This is an optimization exercise on Yosys and OpenROAD, whose aim is a short achievable clock period and few clock cycles per item, not a production implementation.
Only simulation tests tie the RTL to the original design; equivalence was not proved.

==> job 4737 <==
// riscv_hart_top
module riscv_hart_top #(
	parameter logic [XLEN-1:0] RESET_PC = 32'h0000_0000
) (
	input  logic            clock_bus_i,
	input  logic            reset_i,
	output logic [3:0]      exception_bus_o,
	output logic [XLEN-1:0] inst_addr_o,
	output logic            mem_req0_o,
	output logic [XLEN-1:0] mem_add0_o,
	input  logic [XLEN-1:0] mem_data0_i,
	input  logic            mem_done0_i,
	output logic            mem_req1_o,
	output logic            mem_rw1_o,
	output logic [XLEN-1:0] mem_add1_o,
	output logic [XLEN-1:0] mem_data1_o,
	input  logic [XLEN-1:0] mem_data1_i,
	input  logic            mem_done1_i,
	output logic            per_req_o,
	output logic            per_rw_o,
	output logic [XLEN-1:0] per_add_o,
	output logic [XLEN-1:0] per_data_o,
	input  logic [XLEN-1:0] per_data_i
);
Settings: LEC_CHECK=0, CAP_MARGIN=20, CORE_MARGIN=2, CORE_UTILIZATION=35, SLEW_MARGIN=20; clock period 9.0 ns.
standard.sh (not shown) runs the stock make flow with config.mk's settings and CLKGATE_MAP_FILE= SYNTH_SCRIPT=/design/flow/synth_recipe.tcl, a recipe that flattens the netlist after the stock synthesis.
==> flow/flow/run.sh <==
#!/bin/bash
# The standard layout (standard.sh: unchanged synthesis, SDC and steps)
# with three changes to how timing is repaired:
#  - timing repair keeps a 6 ns setup margin, so the design is optimised
#    well below the 9 ns constraint;
#  - ports are buffered with buf_4 (the default pick is a delay cell);
#  - resizing may change a cell's footprint.
# The full tool output goes to standard_run.log here; ORFS keeps each
# step's log under orfs/logs.
set -uo pipefail
export SETUP_SLACK_MARGIN=6.0
export BUFFER_PORTS_ARGS="-buffer_cell sky130_fd_sc_hd__buf_4"
bash standard.sh MATCH_CELL_FOOTPRINT=0 finish > standard_run.log 2>&1
==> job 213 (differences from job 4737) <==
--- a/flow/design.v
+++ b/flow/design.v
@@ -143,13 +143,14 @@
 	localparam int BG = 10;              
 	localparam int FW = XLEN + XLEN + 1 + 1 + 2 + BG;
 	logic rst;
 	always_ff @(posedge clock_bus_i)
 		rst <= reset_i;
 	logic            f_req;
-	logic [XLEN-1:0] f_addr;
+	logic [XLEN-1:0] f_addr;             
+	logic [XLEN-1:0] f_pc;               
 	logic            f_disc;
 	logic [XLEN-1:0] f_pt;
 	logic            ir_v, s0_v, s1_v;
 	logic [FW-1:0]   ir_w, s0, s1, in_w, ir_d;
 	logic [31:1]     r_s1, r_s2;
 	logic            x_v;
@@ -160,13 +161,14 @@
 	logic            x_pt, x_bh;
 	logic [1:0]      x_bc;
 	logic [BG-1:0]   x_pg;
 	logic            w_v;
 	logic [4:0]      w_rd;
 	logic [XLEN-1:0] w_res;
-	logic            d_mreq, d_preq, d_per, d_ld;
+	logic            d_mreq, d_preq, d_per;
+	logic            d_mbusy, d_mld, d_pld;
 	logic [4:0]      d_rd;
 	logic [XLEN-1:0] d_pc;
 	logic            m_rw, p_rw, mh_rw;
 	logic [XLEN-1:0] m_addr, m_wdata, p_addr, p_wdata, mh_addr, mh_wdata, mh_pc;
 	logic            ld_wv;
 	logic [4:0]      ld_rd;
@@ -186,28 +188,30 @@
 	logic [BT-1:0]   la_tag;
 	logic [BG-1:0]   la_tgt;
 	logic [1:0]      la_cnt;
 	logic            la_hit, p_hit;
 	logic [XLEN-1:0] p_tgt;
 	always_ff @(posedge clock_bus_i) begin
-		la_v   <= bt_v[f_addr[BI+1:2]];
-		la_tag <= bt_tag[f_addr[BI+1:2]];
-		la_tgt <= bt_tgt[f_addr[BI+1:2]];
-		la_cnt <= bt_cnt[f_addr[BI+1:2]];
+		la_v   <= bt_v[f_pc[BI+1:2]];
+		la_tag <= bt_tag[f_pc[BI+1:2]];
+		la_tgt <= bt_tgt[f_pc[BI+1:2]];
+		la_cnt <= bt_cnt[f_pc[BI+1:2]];
 	end
-	assign la_hit = la_v && (la_tag == f_addr[BI+BT+1:BI+2]);
+	assign la_hit = la_v && (la_tag == f_pc[BI+BT+1:BI+2]);
 	assign p_hit  = la_hit && la_cnt[1];
-	assign p_tgt  = {f_addr[XLEN-1:BG+2], la_tgt, 2'b00};
+	assign p_tgt  = {f_pc[XLEN-1:BG+2], la_tgt, 2'b00};
 	logic f_done, f_slot, can_issue, f_want, arr;
 	logic [XLEN-1:0] f_new;
 	assign f_done = f_req && inst_done_i;
 	assign f_slot = !f_req || f_done;
 	assign can_issue = !((ir_v && s0_v && s1_v) || (ir_v && s0_v && f_req) ||
 	                     (ir_v && s1_v && f_req) || (s0_v && s1_v && f_req));
 	assign f_want    = !halt && !fault_now && (redir || f_disc || can_issue);
-	assign f_new     = redir ? redir_tgt : f_disc ? f_pt : p_hit ? p_tgt : f_addr + 32'd4;
+	logic [XLEN-1:0] f_seq;
+	riscv_add f_seq_add (.a_i(f_pc), .b_i(32'd4), .cin_i(1'b0), .sum_o(f_seq));
+	assign f_new     = redir ? redir_tgt : f_disc ? f_pt : p_hit ? p_tgt : f_seq;
 	always_ff @(posedge clock_bus_i) begin
 		if (rst) begin
 			f_req  <= 1'b1;
 			f_addr <= RESET_PC;
 			f_disc <= 1'b0;
 		end else if (f_slot) begin
@@ -216,26 +220,31 @@
 			if (f_want)
 				f_addr <= f_new;
 		end else if (redir) begin
 			f_disc <= 1'b1;
 		end
 	end
+	logic f_ld;
+	assign f_ld = rst || (f_slot && f_want);
+	always_ff @(posedge clock_bus_i)
+		if (f_ld)
+			f_pc <= rst ? RESET_PC : f_new;
 	always_ff @(posedge clock_bus_i)
 		if (redir)
 			f_pt <= redir_tgt;
 	assign arr  = f_done && !f_disc && !flush;
-	assign in_w = {la_tgt, la_cnt, la_hit, p_hit, f_addr, inst_data_i};
+	assign in_w = {la_tgt, la_cnt, la_hit, p_hit, f_pc, inst_data_i};
 	logic            r_take, r_go, r_haz;
 	logic            ir_free, pop, push;
 	logic [XLEN-1:0] r_ir, r_pc;
 	logic            r_pt, r_bh;
 	logic [1:0]      r_bc;
 	logic [BG-1:0]   r_pg;
 	assign {r_pg, r_bc, r_bh, r_pt, r_pc, r_ir} = ir_w;
 	logic mem_blk;
-	assign mem_blk = (is_ld || is_st) && (d_mreq || (x_v && (x_ld || x_st)));
+	assign mem_blk = (is_ld || is_st) && (d_mbusy || (x_v && (x_ld || x_st)));
 	assign r_take  = !r_haz && !mem_blk;
 	assign r_go    = ir_v && r_take && !flush;
 	assign ir_free = !ir_v || r_take;
 	assign pop     = ir_free && s0_v;
 	assign push    = arr && (!ir_free || s0_v);
 	assign ir_d = s0_v ? s0 : in_w;
@@ -291,13 +300,13 @@
 	assign use1   = is_op || is_opi || is_ld || is_st || is_br;
 	assign use2   = is_op || is_st || is_br;
 	assign wr_any = is_op || is_opi || is_lui || is_jal || is_ld;
 	logic haz_x, haz_d;
 	assign haz_x = x_v && (x_wr || x_ld) && (x_rd != 5'd0) &&
 	               ((use1 && rs1 == x_rd) || (use2 && rs2 == x_rd) || (x_ld && wr_any && rd == x_rd));
-	assign haz_d = d_ld && (d_mreq || d_preq) && (d_rd != 5'd0) &&
+	assign haz_d = (d_mld || d_pld) && (d_rd != 5'd0) &&
 	               ((use1 && rs1 == d_rd) || (use2 && rs2 == d_rd) || (wr_any && rd == d_rd));
 	assign r_haz = haz_x || haz_d;
 	logic [XLEN-1:0] rf1, rf2, rs1v, rs2v;
 	riscv_regfile regfile_inst (
 		.clock_bus_i (clock_bus_i),
 		.rs1_sel_i   (r_s1),
@@ -337,23 +346,24 @@
 			x_v <= r_go;
 	end
 	logic [XLEN-1:0] imm_x;
 	assign imm_x = is_jal ? 32'd4 : is_lui ? imm_u : is_st ? imm_s : imm_i;
 	logic sub_slt;
 	assign sub_slt = is_op && ((f3 == 3'b000 && r_ir[30]) || f3 == 3'b010);
-	logic [XLEN-1:0] tgt_b, tgt_j;
+	logic [XLEN-1:0] tgt_b, tgt_j, r_pc4;
+	riscv_add pc4_add (.a_i(r_pc), .b_i(32'd4), .cin_i(1'b0), .sum_o(r_pc4));
 	riscv_add tgt_b_add (.a_i(r_pc), .b_i(imm_b), .cin_i(1'b0), .sum_o(tgt_b));
 	riscv_add tgt_j_add (.a_i(r_pc), .b_i(imm_j), .cin_i(1'b0), .sum_o(tgt_j));
 	always_ff @(posedge clock_bus_i) begin
 		begin
 			x_pt  <= r_pt;
 			x_bh  <= r_bh;
 			x_bc  <= r_bc;
 			x_pg  <= r_pg;
 			x_pc  <= r_pc;
-			x_pc4 <= r_pc + 32'd4;
+			x_pc4 <= r_pc4;
 			x_rd  <= rd;
 			x_a   <= is_jal ? r_pc : is_lui ? '0 : rs1v;
 			x_b   <= rs2v;
 			x_opb <= ({XLEN{is_op && !sub_slt}} & rs2v) | ({XLEN{sub_slt}} & ~rs2v) | ({XLEN{!is_op}} & imm_x);
 			x_tgt <= ({XLEN{is_jal}} & tgt_j) | ({XLEN{!is_jal}} & tgt_b);
 			x_sum <= ((is_op || is_opi) && f3 == 3'b000) || is_lui || is_jal || is_ld || is_st;
@@ -449,16 +459,18 @@
 			else if (mem_done_i)
 				d_mreq <= 1'b0;
 		end
 	end
 	always_ff @(posedge clock_bus_i) begin
 		if (issue) begin
-			d_ld    <= x_ld;
 			d_per   <= to_per;
 			d_rd    <= x_rd;
 		end
+		d_mbusy <= !rst && ((issue && !to_per) || (d_mbusy && !mem_done_i));
+		d_mld   <= !rst && ((issue && !to_per && x_ld) || (d_mld && !mem_done_i));
+		d_pld   <= !rst && issue && to_per && x_ld;
 		p_rw    <= x_st;
 		p_addr  <= addr;
 		p_wdata <= x_b;
 		if (issue && !to_per) begin
 			mh_rw    <= x_st;
 			mh_addr  <= addr;
@@ -473,13 +485,13 @@
 	always_ff @(posedge clock_bus_i) begin
 		ld_q  <= data_data_i;
 		ld_rd <= d_rd;
 		if (rst)
 			ld_wv <= 1'b0;
 		else
-			ld_wv <= d_ld && (d_rd != 5'd0) && ((d_mreq && mem_done_i) || d_preq);
+			ld_wv <= (d_rd != 5'd0) && ((d_mld && mem_done_i) || d_pld);
 	end
 	logic halt_done;
 	always_ff @(posedge clock_bus_i) begin
 		if (rst) begin
 			halt      <= 1'b0;
 			halt_done <= 1'b0;
==> results.sh <==
export IMPL_outcome="no timing/DRC/antenna violations"
export IMPL_syn_to_final_growth_pct=21.2
export IMPL_wl_met1_mm=207
export IMPL_crit_buf_inv=5
export IMPL_synth_commonest_cells="edfxtp_1, mux2_2, clkbuf_1"
export IMPL_synthTopCellsByArea="edfxtp_1, mux2_2, dfxtp_1, mux4_2, a22o_1"
export IMPL_reg2reg_depth=14
export IMPL_maxClockFrequency_ghz=0.292
That was job 213.
==> results.sh <==
export IMPL_synthTopCellsByArea="edfxtp_1, mux2_2, dfxtp_1, mux4_2, a221oi_1"
export IMPL_crit_buf_inv=2
export IMPL_maxClockFrequency_ghz=0.299
export IMPL_syn_to_final_growth_pct=21.4
export IMPL_reg2reg_depth=13
export IMPL_outcome="no timing/DRC/antenna violations"
export IMPL_synth_commonest_cells="edfxtp_1, mux2_2, nand2_1"
export IMPL_wl_met1_mm=210
That was job 4737.
Testbench counts of job 4737, summed over its fixed seeds: cycles 31,440, instrs 15,403.
Testbench counts of job 213, summed over its fixed seeds: cycles 31,440, instrs 15,403.

==> port drivers added, routing unchanged <==
In the flow no input, the clock included, has a driving cell. The finished layouts below were timed again as built, in two steps.
Step 1 assumes that a clkbuf_16 drives the clock port and a buf_2 every other input.
Step 2 adds t to the input delays and takes it off the output delays; t is the mean of the earliest and latest rising clock arrival at the registers after step 1. Input paths then give back, and output paths get back, about the clock's delay inside the block.
a / b / c = no drivers / after step 1 / after step 2; a / b = the first two.
run | t, ns | slack for setup (ns) | worst setup path at the end | worst register clock-pin slew, ns | worst data-port slew with drivers (ns)
job 4737 | 1.030 | 5.651 / 5.556 / 5.321 | input to register | 0.07 / 0.07 | 0.31
job 213 | 1.039 | 5.573 / 5.573 / 5.393 | input to register | 0.07 / 0.07 | 0.36
After both steps every run listed still meets setup and hold. For job 4737, which loses most, drivers alone change the setup slack by -0.095 ns; drivers and shift together by -0.330 ns.
